This design comes from an exercise in tuning for small area, a short achievable clock period and few clock cycles on the open sky130 flow, not from production work.
Power and IR drop assume default switching activity.

lagoon:
Design cpuCore, start of the top module:
module cpuCore (
  input  logic        CLK,
  input  logic        RST,
  input  logic        en,
  input  logic        start,
  output logic [7:0]  instAddr,
  input  logic [15:0] inst,
  output logic [7:0]  dataAddr,
  output logic        dataWe,
  output logic [15:0] dataOut,
  input  logic [15:0] dataIn,
  output logic        running
);
  localparam logic [4:0] OP_HALT = 5'b00001, OP_LOAD = 5'b00010, OP_STORE = 5'b00011,
    OP_ADD = 5'b10000, OP_ADDI = 5'b10001, OP_SUB = 5'b10011, OP_SUBI = 5'b10100,
    OP_INC = 5'b10110, OP_LDIL = 5'b10111, OP_LDIH = 5'b11000, OP_XOR = 5'b11001,
    OP_AND = 5'b11010, OP_OR = 5'b11011;
  logic        runQ, haltedQ, resumed;
  logic [7:0]  pc;
  logic [15:0] regs [8];
  logic [7:0]  valid;   
  logic [15:0] opA, opB;
  logic [2:0]  eDest;
  logic [3:0]  eOff;
  logic        eWrites, eHalt, eStore, eInvB, eCin, eSra;
  ...
Size: roughly 980 cells after synthesis, ~11000 µm² of cells after synthesis.
clock: 5.0 ns
lec_check: 0
cap_margin: 20
core_area: 5.06 5.44 215.41 214.88
cts_buf_list: sky130_fd_sc_hd__clkbuf_4 sky130_fd_sc_hd__clkbuf_8
die_area: 0 0 220.41 220.32
setup_slack_margin: 2.0
slew_margin: 20
tns_end_percent: 25
standard.sh (not shown) runs the stock make flow with config.mk's settings and CLKGATE_MAP_FILE= SYNTH_SCRIPT=/design/flow/synth_recipe.tcl, a recipe that flattens the netlist after the stock synthesis.
==> flow/flow/run.sh <==
#!/bin/bash
# Standard layout, with the port buffers made of sky130_fd_sc_hd__buf_1
# instead of the delay buffer buffer_ports picks by default.
set -euo pipefail
export BUFFER_PORTS_ARGS="-buffer_cell sky130_fd_sc_hd__buf_1"
bash standard.sh > standard.log 2>&1
Edits applied to the flow inputs when going from lagoon to fjord:
Settings: putting CORE_UTILIZATION at 50 where nothing was set; swapping 25 for 20 in TNS_END_PERCENT; clearing DIE_AREA, which used to be 0 0 220.41 220.32; putting CORE_MARGIN at 2 where nothing was set; clearing CORE_AREA, which used to be 5.06 5.44 215.41 214.88.
Notes after the runs:
Per the comparison of fjord with lagoon, peak supply drop has increased, share of cell area taken by multi-input logic gates climbed 1.6 points. Post-place instance area, fjord vs lagoon: down by a few percent. The CTS clock-pin slew for the worst setup and hold paths was comparable across fjord and lagoon.
For xenon, these inputs were changed with respect to fjord:
Settings: CORE_UTILIZATION: 50 -> unset; CORE_MARGIN: 2 -> unset; CORE_AREA: unset -> 5.06 5.44 215.41 214.88; CTS_BUF_LIST: sky130_fd_sc_hd__clkbuf_4 sky130_fd_sc_hd__clkbuf_8 -> sky130_fd_sc_hd__clkbuf_8 sky130_fd_sc_hd__clkbuf_16; DIE_AREA: unset -> 0 0 220.41 220.32.
## What came out
On register-to-register slack: between xenon and fjord, it ends up lower for fjord.
In the reports for xenon and fjord, the smaller critical path depth belongs to xenon.
Compared xenon vs fjord, and number of tap cells added at floorplan is up in xenon.
The via count reported for xenon is higher than the one for fjord.
Total power: xenon above fjord
xenon — summed area of non-filler cells in the final layout 5.2% higher, fjord as reference
For final cell count without fillers, dividing the value from xenon by the value from fjord gives 1.2.
xenon vs. fjord: global-route wire length before repair went up by 3.8%.
xenon vs fjord — core utilization dropped 28 points.
Die area, xenon and fjord, lower one = fjord.
Comparing xenon and fjord, worst hold slack is lower on xenon.
Inputs modified between xenon and tundra:
Settings: CTS_BUF_LIST changed from sky130_fd_sc_hd__clkbuf_8 sky130_fd_sc_hd__clkbuf_16 to sky130_fd_sc_hd__clkbuf_4 sky130_fd_sc_hd__clkbuf_8.
--- outcome ---
- From xenon to tundra the numbers moved as follows: met2 routing resource usage after global routing shows no meaningful change; wire length shows a reduction of 0.39%; post-CTS repair timing setup buffer count shows an increase of 2.
- Taking xenon as the reference, in tundra post-layout instance area went down, routed length on met3 went up, worst hold slack went up, number of nets in the layout went down, leakage component of the power went down.
- Against xenon, tundra comes in 21% lower on power in the clock group.
- Diff xenon -> tundra: vias per cell saw a decrease; quantity of gates resized following cts saw an increase.
No run of this note included a check of the RTL's function; only the layout flow was run.

-- separate check: timing with driven ports --
The flow's constraints put no driver on any port. The routed layouts listed below were extracted and timed again, unchanged, in two steps. Step 1: set_driving_cell puts a clkbuf_16 on CLK and a buf_2 on each other input, an assumption about the parent block. Step 2 also shifts input and output timing later by t, the mid clock arrival at the registers, as if the neighbouring blocks saw the same clock. Slacks: no drivers / after step 1 / after step 2; pairs: no drivers / after step 1.
| run | shift t [ns] | setup WS [ns] | worst setup path after step 2 | slew at the worst register clock pin (ns) | cell pins on the clock port's net |
|---|---|---|---|---|---|
| lagoon | 0.526 | 1.800 / 1.800 / 1.338 | input to register | 0.11 / 0.11 | 1 |
| fjord | 0.512 | 1.822 / 1.822 / 1.428 | input to register | 0.11 / 0.11 | 1 |
| xenon | 0.486 | 1.913 / 1.861 / 1.529 | input to register | 0.08 / 0.08 | 1 |
| tundra | 0.531 | 1.884 / 1.832 / 1.428 | input to register | 0.11 / 0.11 | 1 |
After both steps setup and hold are still met in every run listed. For lagoon, which loses most, drivers alone change the setup slack by 0.000 ns; drivers and shift together by -0.462 ns.
